This design comes from an exercise in tuning for small area on the open sky130 flow, not from production work. In this exercise RTL edits were held to simulation tests only and were not proved equivalent to the original. Power figures rest on the tool's default switching activity, not on a simulated workload.

[design/flow/run.sh]
#!/bin/bash
# synth_recipe.tcl (not shown) runs the flow's synth.tcl, then flattens the netlist and writes it again
# the make line also repeats each setting of config.mk as NAME=value (left out here)
make -C /OpenROAD-flow-scripts/flow DESIGN_CONFIG=/design/flow/config.mk WORK_HOME=/design/flow/orfs CLKGATE_MAP_FILE= SYNTH_SCRIPT=/design/flow/synth_recipe.tcl finish
[design/flow/constraint.sdc]
create_clock -name core_clock -period 6.0 [get_ports {clk_i}]
set_input_delay 1.2000 -clock core_clock [delete_from_list [all_inputs] [get_ports {clk_i}]]
set_output_delay 1.2000 -clock core_clock [all_outputs]
set_load 0.01 [all_outputs]
[design/flow/config.mk]
export PLATFORM = sky130hd
export DESIGN_NAME = tcp_syn_os_fingerprinter_top
export DESIGN_NICKNAME = tcp_syn_os_fingerprinter_top
export VERILOG_FILES = /design/flow/design.v
export SDC_FILE = /design/flow/constraint.sdc
export NUM_CORES = 4
export LEC_CHECK = 0
export CAP_MARGIN = 20
export CORE_MARGIN = 2
export CORE_UTILIZATION = 40
export SLEW_MARGIN = 20
[design/flow/design.v]
`timescale 1ns / 1ps
package tsf_pkg;
  typedef enum logic {
    OP_HEADER = 1'b0,
    OP_OPTION = 1'b1
  } tsf_op_e;
  typedef enum logic [2:0] {
    CLS_UNKNOWN = 3'd0,
    CLS_A       = 3'd1,
    CLS_B       = 3'd2,
    CLS_C       = 3'd3,
    CLS_D       = 3'd4,
    CLS_E       = 3'd5
  } tsf_class_e;
  localparam int unsigned NUM_CHECK = 14;
  localparam int unsigned NUM_CLASS = 6;
  localparam int unsigned POS_W     = 6;
  localparam int unsigned TOTAL_W   = 32;
  localparam logic [7:0] PROTO_UDP = 8'd17;
  localparam logic [7:0] PROTO_TCP = 8'd6;
  localparam logic [3:0] DOFF_MIN  = 4'd5;
  localparam logic [POS_W-1:0] HDR_BYTES = 6'd20;
  localparam logic [NUM_CHECK*POS_W-1:0] CHK_POS = {
    6'd20, 6'd17, 6'd16, 6'd10, 6'd10, 6'd9, 6'd8,
    6'd6, 6'd6, 6'd5, 6'd5, 6'd4, 6'd4, 6'd0
  };
  localparam logic [NUM_CHECK*8-1:0] CHK_VAL = {
    8'd4, 8'd3, 8'd1, 8'd8, 8'd4, 8'd1, 8'd1,
    8'd8, 8'd4, 8'd3, 8'd1, 8'd4, 8'd1, 8'd2
  };
  localparam logic [NUM_CHECK-1:0] SIG_A = 14'b00_0000_0010_1011;
  localparam logic [NUM_CHECK-1:0] SIG_B = 14'b00_0011_1001_0011;
  localparam logic [NUM_CHECK-1:0] SIG_C = 14'b10_0101_1001_0011;
  localparam logic [NUM_CHECK-1:0] SIG_D = 14'b01_1000_0100_0101;
  localparam logic [NUM_CHECK-1:0] SIG_E = 14'b01_1000_0100_1011;
  localparam logic [POS_W-1:0] LEN_A  = 6'd8;
  localparam logic [POS_W-1:0] LEN_B  = 6'd12;
  localparam logic [POS_W-1:0] LEN_C  = 6'd24;
  localparam logic [POS_W-1:0] LEN_DE = 6'd20;
  typedef struct packed {
    tsf_op_e    op;
    logic [7:0] protocol;
    logic       syn_flag;
    logic       ack_flag;
    logic [3:0] data_offset;
    logic [7:0] option_byte;
  } tsf_item_t;
  typedef struct packed {
    logic [NUM_CHECK-1:0] bits;
    logic [POS_W-1:0]     pos;
    logic                 last;
    tsf_class_e           os_class;
  } tsf_match_t;
  typedef struct packed {
    tsf_class_e         os_class;
    logic               classified;
    logic [TOTAL_W-1:0] pkt_total;
    logic [TOTAL_W-1:0] tcp_total;
    logic [TOTAL_W-1:0] udp_total;
    logic [TOTAL_W-1:0] class_total;
  } tsf_result_t;
endpackage
`timescale 1ns / 1ps
module tsf_classify (
  input  logic [tsf_pkg::POS_W-1:0]     pos_i,
  input  logic [tsf_pkg::POS_W-1:0]     len_i,
  input  logic [tsf_pkg::NUM_CHECK-1:0] bits_i,
  input  logic [7:0]                    byte_i,
  output tsf_pkg::tsf_match_t           match_o
);
  logic [tsf_pkg::NUM_CHECK-1:0] bits_nx;
  logic [tsf_pkg::POS_W-1:0]     pos_nx;
  always_comb begin
    bits_nx = bits_i;
    for (int k = 0; k < tsf_pkg::NUM_CHECK; k++) begin
      if (pos_i == tsf_pkg::CHK_POS[k*tsf_pkg::POS_W +: tsf_pkg::POS_W]
          && byte_i == tsf_pkg::CHK_VAL[k*8 +: 8]) begin
        bits_nx[k] = 1'b1;
      end
    end
  end
  assign pos_nx = pos_i + 1'b1;
  always_comb begin
    match_o.bits = bits_nx;
    match_o.pos  = pos_nx;
    match_o.last = (pos_nx >= len_i);
    if (len_i == tsf_pkg::LEN_A && (bits_nx & tsf_pkg::SIG_A) == tsf_pkg::SIG_A) begin
      match_o.os_class = tsf_pkg::CLS_A;
    end else if (len_i == tsf_pkg::LEN_B && (bits_nx & tsf_pkg::SIG_B) == tsf_pkg::SIG_B) begin
      match_o.os_class = tsf_pkg::CLS_B;
    end else if (len_i == tsf_pkg::LEN_C && (bits_nx & tsf_pkg::SIG_C) == tsf_pkg::SIG_C) begin
      match_o.os_class = tsf_pkg::CLS_C;
    end else if (len_i == tsf_pkg::LEN_DE
                 && (bits_nx & tsf_pkg::SIG_D) == tsf_pkg::SIG_D) begin
      match_o.os_class = tsf_pkg::CLS_D;
    end else if (len_i == tsf_pkg::LEN_DE
                 && (bits_nx & tsf_pkg::SIG_E) == tsf_pkg::SIG_E) begin
      match_o.os_class = tsf_pkg::CLS_E;
    end else begin
      match_o.os_class = tsf_pkg::CLS_UNKNOWN;
    end
  end
endmodule
`timescale 1ns / 1ps
module tsf_core #(
  parameter int unsigned COUNT_WIDTH = 32
) (
  input  logic                clk_i,
  input  logic                rst_ni,
  input  logic                item_valid_i,
  input  tsf_pkg::tsf_item_t  item_i,
  output logic                take_o,
  output logic                res_valid_o,
  input  logic                res_ready_i,
  output tsf_pkg::tsf_result_t res_o
);
  localparam int unsigned EXT_W = 64;
  logic                          cap_q, cap_d;
  logic [tsf_pkg::POS_W-1:0]     len_q, len_d;
  logic [tsf_pkg::POS_W-1:0]     pos_q, pos_d;
  logic [tsf_pkg::NUM_CHECK-1:0] bits_q, bits_d;
  logic [COUNT_WIDTH-1:0]        ip_q, ip_d, tcp_q, tcp_d, udp_q, udp_d;
  logic [COUNT_WIDTH-1:0]        cls_cnt_q [tsf_pkg::NUM_CLASS];
  logic [COUNT_WIDTH-1:0]        cls_cnt_d [tsf_pkg::NUM_CLASS];
  logic                          res_valid_q, res_valid_d;
  tsf_pkg::tsf_result_t          res_q, res_d;
  tsf_pkg::tsf_match_t  match;
  tsf_pkg::tsf_class_e  cls_sel;
  logic                 cls_inc;
  logic                 emit;
  logic                 is_hdr;
  logic [COUNT_WIDTH-1:0] cls_new;
  logic [EXT_W-1:0]     ip_ext, tcp_ext, udp_ext, cls_ext;
  tsf_classify u_classify (
    .pos_i   (pos_q),
    .len_i   (len_q),
    .bits_i  (bits_q),
    .byte_i  (item_i.option_byte),
    .match_o (match)
  );
  assign is_hdr = (item_i.op == tsf_pkg::OP_HEADER);
  assign take_o = item_valid_i && (!res_valid_q || res_ready_i);
  always_comb begin
    cap_d   = cap_q;
    len_d   = len_q;
    pos_d   = pos_q;
    bits_d  = bits_q;
    ip_d    = ip_q;
    tcp_d   = tcp_q;
    udp_d   = udp_q;
    cls_sel = tsf_pkg::CLS_UNKNOWN;
    cls_inc = 1'b0;
    emit    = 1'b0;
    if (is_hdr) begin
      emit  = 1'b1;
      cap_d = 1'b0;
      ip_d  = ip_q + 1'b1;
      if (item_i.protocol == tsf_pkg::PROTO_UDP) begin
        udp_d = udp_q + 1'b1;
      end else if (item_i.protocol == tsf_pkg::PROTO_TCP) begin
        tcp_d = tcp_q + 1'b1;
        if (item_i.syn_flag && !item_i.ack_flag) begin
          pos_d  = '0;
          bits_d = '0;
          if (item_i.data_offset >= tsf_pkg::DOFF_MIN) begin
            len_d = {item_i.data_offset, 2'b00} - tsf_pkg::HDR_BYTES;
          end else begin
            len_d = '0;
          end
          if (len_d == '0) begin
            cls_inc = 1'b1;    
          end else begin
            cap_d = 1'b1;
          end
        end
      end
    end else if (cap_q) begin
      bits_d = match.bits;
      pos_d  = match.pos;
      if (match.last) begin
        cap_d   = 1'b0;
        emit    = 1'b1;
        cls_inc = 1'b1;
        cls_sel = match.os_class;
      end
    end
  end
  assign cls_new = cls_cnt_q[cls_sel] + 1'b1;
  always_comb begin
    for (int i = 0; i < tsf_pkg::NUM_CLASS; i++) begin
      cls_cnt_d[i] = cls_cnt_q[i];
    end
    if (cls_inc) begin
      cls_cnt_d[cls_sel] = cls_new;
    end
  end
  assign ip_ext  = EXT_W'(ip_d);
  assign tcp_ext = EXT_W'(tcp_d);
  assign udp_ext = EXT_W'(udp_d);
  assign cls_ext = EXT_W'(cls_new);
  always_comb begin
    res_d.os_class    = cls_sel;
    res_d.classified  = cls_inc;
    res_d.pkt_total   = ip_ext[tsf_pkg::TOTAL_W-1:0];
    res_d.tcp_total   = tcp_ext[tsf_pkg::TOTAL_W-1:0];
    res_d.udp_total   = udp_ext[tsf_pkg::TOTAL_W-1:0];
    res_d.class_total = cls_inc ? cls_ext[tsf_pkg::TOTAL_W-1:0] : '0;
  end
  always_comb begin
    res_valid_d = res_valid_q && !res_ready_i;
    if (take_o) begin
      res_valid_d = emit;
    end
  end
  always_ff @(posedge clk_i or negedge rst_ni) begin
    if (!rst_ni) begin
      cap_q       <= 1'b0;
      len_q       <= '0;
      pos_q       <= '0;
      bits_q      <= '0;
      ip_q        <= '0;
      tcp_q       <= '0;
      udp_q       <= '0;
      res_valid_q <= 1'b0;
      for (int i = 0; i < tsf_pkg::NUM_CLASS; i++) begin
        cls_cnt_q[i] <= '0;
      end
    end else begin
      res_valid_q <= res_valid_d;
      if (take_o) begin
        cap_q  <= cap_d;
        len_q  <= len_d;
        pos_q  <= pos_d;
        bits_q <= bits_d;
        ip_q   <= ip_d;
        tcp_q  <= tcp_d;
        udp_q  <= udp_d;
        for (int i = 0; i < tsf_pkg::NUM_CLASS; i++) begin
          cls_cnt_q[i] <= cls_cnt_d[i];
        end
      end
    end
  end
  always_ff @(posedge clk_i) begin
    if (take_o && emit) begin
      res_q <= res_d;
    end
  end
  assign res_valid_o = res_valid_q;
  assign res_o       = res_q;
endmodule
`timescale 1ns / 1ps
module tcp_syn_os_fingerprinter_top #(
  parameter int unsigned COUNT_WIDTH = 16
) (
  input  logic         clk_i,
  input  logic         rst_ni,
  input  logic         s_axis_tvalid,
  output logic         s_axis_tready,
  input  logic [23:0]  s_axis_tdata,
  input  logic [0:0]   s_axis_tuser,
  output logic         m_axis_tvalid,
  input  logic         m_axis_tready,
  output logic [135:0] m_axis_tdata,
  output logic [0:0]   m_axis_tuser
);
  logic                 in_valid_q, in_valid_d;
  tsf_pkg::tsf_item_t   item_q, item_in;
  logic                 take;
  tsf_pkg::tsf_result_t res;
  always_comb begin
    item_in.op          = tsf_pkg::tsf_op_e'(s_axis_tuser[0]);
    item_in.protocol    = s_axis_tdata[7:0];
    item_in.syn_flag    = s_axis_tdata[8];
    item_in.ack_flag    = s_axis_tdata[9];
    item_in.data_offset = s_axis_tdata[13:10];
    item_in.option_byte = s_axis_tdata[21:14];
  end
  assign s_axis_tready = !in_valid_q || take;
  always_comb begin
    in_valid_d = in_valid_q && !take;
    if (s_axis_tvalid && s_axis_tready) begin
      in_valid_d = 1'b1;
    end
  end
  always_ff @(posedge clk_i or negedge rst_ni) begin
    if (!rst_ni) begin
      in_valid_q <= 1'b0;
    end else begin
      in_valid_q <= in_valid_d;
    end
  end
  always_ff @(posedge clk_i) begin
    if (s_axis_tvalid && s_axis_tready) begin
      item_q <= item_in;
    end
  end
  tsf_core #(
    .COUNT_WIDTH (COUNT_WIDTH)
  ) u_core (
    .clk_i        (clk_i),
    .rst_ni       (rst_ni),
    .item_valid_i (in_valid_q),
    .item_i       (item_q),
    .take_o       (take),
    .res_valid_o  (m_axis_tvalid),
    .res_ready_i  (m_axis_tready),
    .res_o        (res)
  );
  assign m_axis_tdata = {5'b0, res.class_total, res.udp_total, res.tcp_total,
                         res.pkt_total, res.os_class};
  assign m_axis_tuser = res.classified;
endmodule
==> impl_metrics.py <==
metrics = {
    "yosys": {
        "synthDistinctLibCells": 80,
        "synth.yosys.warnings": 5,
        "syn-cell-area_sq_um": 12960,
        "avgSynthCellArea_sq_um": 10.64,
        "dominantRegCellSynth": "dfrtp_1",
        "synth-edff-count": 91,
        "synth_simple_gate_area_share_pct": 17.00,
        "synth-compound-area-share_pct": 11.75,
        "synth.yosys.seq_area_share_pct": 54.09,
        "yosys.area_share.xor_xnor_pct": 7.732,
        "synth_mux_area_share_pct": 1.583,
        "yosys.area_share.adder_pct": 1.448,
        "syn_inst": 1218,
        "synth_seq_cells": 262,
        "synth_async_sr_flop_share_pct": 65.27,
        "synth_top_family_by_area": "simple AND/OR/NAND/NOR gates",
    },
    "cts": {
        "clockRootBuffer": "clkbuf_16",
        "path_clk_slew_ns": 0.06,
        "ctsHtreeMaxLevel": 1,
        "number_of_buffers_inserted_during_clock_tree_synthesis": 30,
        "tritoncts": "done",
        "clk-insertion-delay-late_ns": 0.55,
        "hold_buffers": 0,
        "cts_max_path_buffers": 3,
        "post_cts_buffers": 0,
        "cts.sink_count": 262,
        "cts_resized": 0,
    },
    "route": {
        "route.vias.total": 9000,
        "dr.first_iter.drc_count": 574,
        "vias_per_cell": 5.158,
        "detail_route.wirelength_um": 29540,
        "post-route-drc-count": 0,
        "wire_length_per_cell_after_detailed_routing_um": 16.93,
        "antenna_left": 0,
        "drt-pass1-iter-count": 5,
    },
    "power": {
        "cell_internal_pwr_w": 0.003409,
        "p_comb_share_pct": 5.5,
        "switching_share_pct": 21.32,
        "power.share.sequential_pct": 45.3,
        "powerDensity_nw_per_um2": 282.2,
        "clkPwrFrac_pct": 49.2,
        "p_sw_w": 0.0009239,
        "ir_drop_uv": 214.4,
        "static_leakage_nw": 6.507,
    },
    "floorplan": {
        "die_height_um": 184.0,
        "row_count": 65,
        "die_area_sq_um": 33860,
        "floorplan.initialDensity_pct": 40.87,
        "die_x_um": 184.0,
        "core_region_area_sq_um": 31720,
        "pin_count": 168,
    },
    "min_path": {
        "holdPathEnd": "u_core.cls_cnt_q[2][3]",
        "min-delay-start": "u_core.cls_cnt_q[2][3]",
        "hold_wc_path_type": "flip-flop to flip-flop",
        "hold_path_depth": 2,
    },
    "place": {
        "dp.final_hpwl_um": 20500,
        "routabilityCongestion": 0.8597,
        "placed_cells_incl_taps": 1689,
        "post_place_setup_slack_ns": 0.9692,
        "buffer_ports.inserted": 96,
    },
    "timing": {
        "hold_violations": 0,
        "period_share_pct": 85.67,
        "achievable-frequency_mhz": 194.5,
        "worst_clock_skew_ns": 0.01270,
        "drv_slew": 0,
        "period_needed_ns": 5.140,
        "setup_tns_ns": 0,
        "relSlewSlack_pct": 29.98,
        "worst_slew_pin_slew_ns": 1.050,
        "post-route-worst-setup-slack_ns": 0.8595,
        "grt_setup_unrepaired": "false",
        "hold-worst-slack_ns": 0.4753,
        "report.final.setup_viol": 0,
    },
    "grt": {
        "grt_first_pass_wirelength_um": 47690,
        "globalRoute.totalOverflow": 0,
        "grt_pass1_vias": 8653,
        "number_of_antenna_violations_at_the_first_check_in_global_routing": 0,
        "grt_max_degree": 106,
        "global_route.usage.total_pct": 17.73,
    },
    "run_status": {
        "outcome": "finished clean",
    },
    "worst_setup_path": {
        "cp_slowest_cell": "a211oi_1",
        "crit_chain": "inv_1 > ha_1 > nor3b_1 > a41o_1 > o211ai_1 > a211oi_1 > o211ai_2 > nand2_1 > nor2_1 > nor2_1 > ha_1 > o311ai_2 > nor4b_4 > nand2_2 > nor3_2 > xnor2_2 > nor2_1",
        "rrSetupSlack_ns": 0.86,
        "cp-startpoint": "u_core.pos_q[0]",
        "most_frequent_cell_on_the_critical_path": "nor2_1",
        "cp.arrival_ns": 5.43,
        "worst-endpoint-required_ns": 6.29,
        "worst_r2r_startpoint": "u_core.pos_q[0]",
        "worst_r2r_path_depth": 17,
        "timing.setup.critical_path_class": "flip-flop to flip-flop",
        "timing.critical_path.to_type": "flip-flop",
        "worst-path-max-fanout": 12,
        "r2r_end": "u_core.res_q[12]",
        "critPathMaxStageDelay_ns": 0.57,
        "crit_path_start_kind": "flip-flop",
    },
    "final_layout": {
        "post_layout_nonfiller_instances": 1745,
        "final_core_util_pct": 48.41,
        "final_net_count": 1363,
        "syn_to_final_growth_pct": 18.46,
        "insertedDiodeCount": 0,
        "drive_gt1_share_pct": 9.978,
    },
    "flow_run": {
        "maxCapViolCount": 0,
    },
}
## cell usage in the layout, fill, tap and decap left out, drive strengths merged, types with 6 or more instances in the layout
| master | netlist | routed |
|---|---|---|
| a21oi | 17 | 17 |
| a2bb2oi | 10 | 10 |
| a31oi | 6 | 6 |
| a41o | 8 | 8 |
| and2 | 8 | 8 |
| and3 | 22 | 22 |
| and4 | 7 | 7 |
| buf | 88 | 27 |
| bufinv | 0 | 9 |
| clkbuf | 33 | 36 |
| clkdlybuf4s50 | 0 | 95 |
| clkinv | 1 | 10 |
| conb | 1 | 69 |
| dfrtp | 171 | 171 |
| edfxtp | 91 | 91 |
| ha | 15 | 15 |
| inv | 15 | 16 |
| mux2 | 12 | 12 |
| mux2i | 7 | 7 |
| nand2 | 198 | 198 |
| nand2b | 7 | 7 |
| nand3 | 34 | 34 |
| nand4 | 15 | 15 |
| nor2 | 81 | 81 |
| nor2b | 12 | 12 |
| nor3 | 18 | 18 |
| nor4 | 8 | 8 |
| o21a | 8 | 8 |
| o21ai | 127 | 127 |
| o31ai | 9 | 9 |
| or3 | 9 | 9 |
| xnor2 | 64 | 64 |
| xor2 | 47 | 47 |
## metrics by stage
| stage | power, W | cell area, sq um |
|---|---|---|
| 3_5_place_dp | 0.002238 | 14170 |
| 5_1_grt | 0.004480 | 15350 |
| 2_1_floorplan | 0.002140 | 13220 |
| 3_3_place_gp | 0.002230 | 14170 |
| 6_report | 0.004333 | 15350 |
| 4_1_cts | 0.004381 | 15350 |
## power groups by stage
stage	Clock, W	Sequential (W)	Combinational [W]
4_1_cts	0.00218	0.00196	0.000240
3_5_place_dp	0	0.00200	0.000240
6_report	0.00213	0.00196	0.000236
2_1_floorplan	0	0.00200	0.000137
3_3_place_gp	0	0.00200	0.000234
5_1_grt	0.00225	0.00197	0.000261
## cell type report
type / count / area [sq um]
Clock buffer: 36 / 845.8
Clock inverter: 20 / 334.1
Fill cell: 2918 / 16360
Inverter: 16 / 60.06
Multi-Input combinational cell: 887 / 5405
Sequential cell: 262 / 7012
Tap cell: 402 / 503.0
Timing Repair Buffer: 122 / 1195
## critical path, delay by kind of cell, from the launching register on
family                     cells  cell delay [ns]
AOI/OAI and AO/OA              5             1.80
adders and majority gates      2             0.41
xor gates and xnor gates       1             0.22
and+or+nand+nor                8             1.86
buffers and inverters          1             0.15
DFF                            1             0.44
## routing by layer
| metal | track usage (%) | up-vias | wire length [um] | share of wire, % |
|---|---|---|---|---|
| li1 | - | 4344 | - | - |
| met1 | 24.35 | 4350 | 13370 | 45 |
| met2 | 29.80 | 259 | 13900 | 47 |
| met3 | 2.417 | 47 | 1687 | 5.7 |
| met4 | 4.224 | 0 | 578 | 2.0 |
| met5 | 0 | - | 0 | 0 |
## worst max path at each step
| stage | endpoint | slack (ns) | cells after the start |
|---|---|---|---|
| 2_1_floorplan | u_core.res_q[0] | 0.96 | 4 |
| 3_3_place_gp | u_core.res_q[13] | 1.00 | 15 |
| 3_5_place_dp | u_core.res_q[12] | 0.97 | 17 |
| 4_1_cts | u_core.res_q[12] | 0.92 | 17 |
| 5_1_grt | u_core.cls_cnt_q[3][13] | 0.42 | 15 |
| 6_report | u_core.res_q[12] | 0.86 | 17 |
## Yosys cell counts, types with 5 or more instances
cell | n | area share [%]
and4_1 | 7 | 0.47
ha_1 | 15 | 1.4
xor2_1 | 46 | 3.1
edfxtp_1 | 91 | 21
nor2b_1 | 12 | 0.58
nor4_1 | 5 | 0.24
buf_2 | 6 | 0.23
nand2_1 | 196 | 5.7
a41o_1 | 8 | 0.62
a2bb2oi_1 | 10 | 0.68
inv_1 | 15 | 0.43
nand2b_1 | 7 | 0.34
and3_1 | 22 | 1.1
a31oi_1 | 6 | 0.29
mux2_2 | 12 | 1.0
o21ai_1 | 25 | 0.97
nor2_1 | 81 | 2.3
mux2i_1 | 7 | 0.54
clkbuf_1 | 33 | 0.96
or3_1 | 8 | 0.39
o21a_1 | 8 | 0.46
xnor2_1 | 61 | 4.1
nand4_1 | 15 | 0.72
o21ai_0 | 102 | 3.9
buf_4 | 73 | 4.2
nor3_1 | 11 | 0.42
nand3_1 | 33 | 1.3
a21oi_1 | 17 | 0.66
dfrtp_1 | 171 | 33
buf_1 | 5 | 0.14
and2_1 | 8 | 0.39
o31ai_1 | 8 | 0.46
## kinds of logic after synthesis
group / Yosys count
simple gates: 440
other cells: 1
flops: 262
buf+inv: 137
fa+ha+maj: 15
xor+xnor: 111
compound gates: 233
mux: 19
## flip-flops by register name, indices dropped and copies added (netlist names)
signal              cells
in_valid_q              1
item_q                 23
u_core.bits_q          14
u_core.cap_q            1
u_core.cls_cnt_q       96
u_core.ip_q            16
u_core.len_q            4
u_core.pos_q            6
u_core.res_q           68
u_core.res_valid_q      1
u_core.tcp_q           16
u_core.udp_q           16

==> re-timing with driven ports <==
In the flow no input, the clock included, has a driving cell. The finished layout below was timed again as built, in two steps. Step 1 (the two cells are an assumption about what drives the block):
set clk [get_ports {clk_i}]
set_driving_cell -lib_cell sky130_fd_sc_hd__clkbuf_16 $clk
set_driving_cell -lib_cell sky130_fd_sc_hd__buf_2 [delete_from_list [all_inputs] $clk]
Step 2, shift: input delay + t, output delay - t, t = (earliest + latest rising clock arrival at the registers) / 2. This alone moves slack from input paths to output paths. Three values: ideal ports, drivers, drivers and shift; two values: the first two.
t, ns: 0.593
setup slack, ns: 0.860 / 0.860 / 0.860
worst data-port slew with drivers (ns): 0.04
pins driven straight from the clock port: 1
After both steps this run still meets setup and hold. The setup slack of this run moves by 0.000 ns with the drivers and by 0.000 ns with both steps.
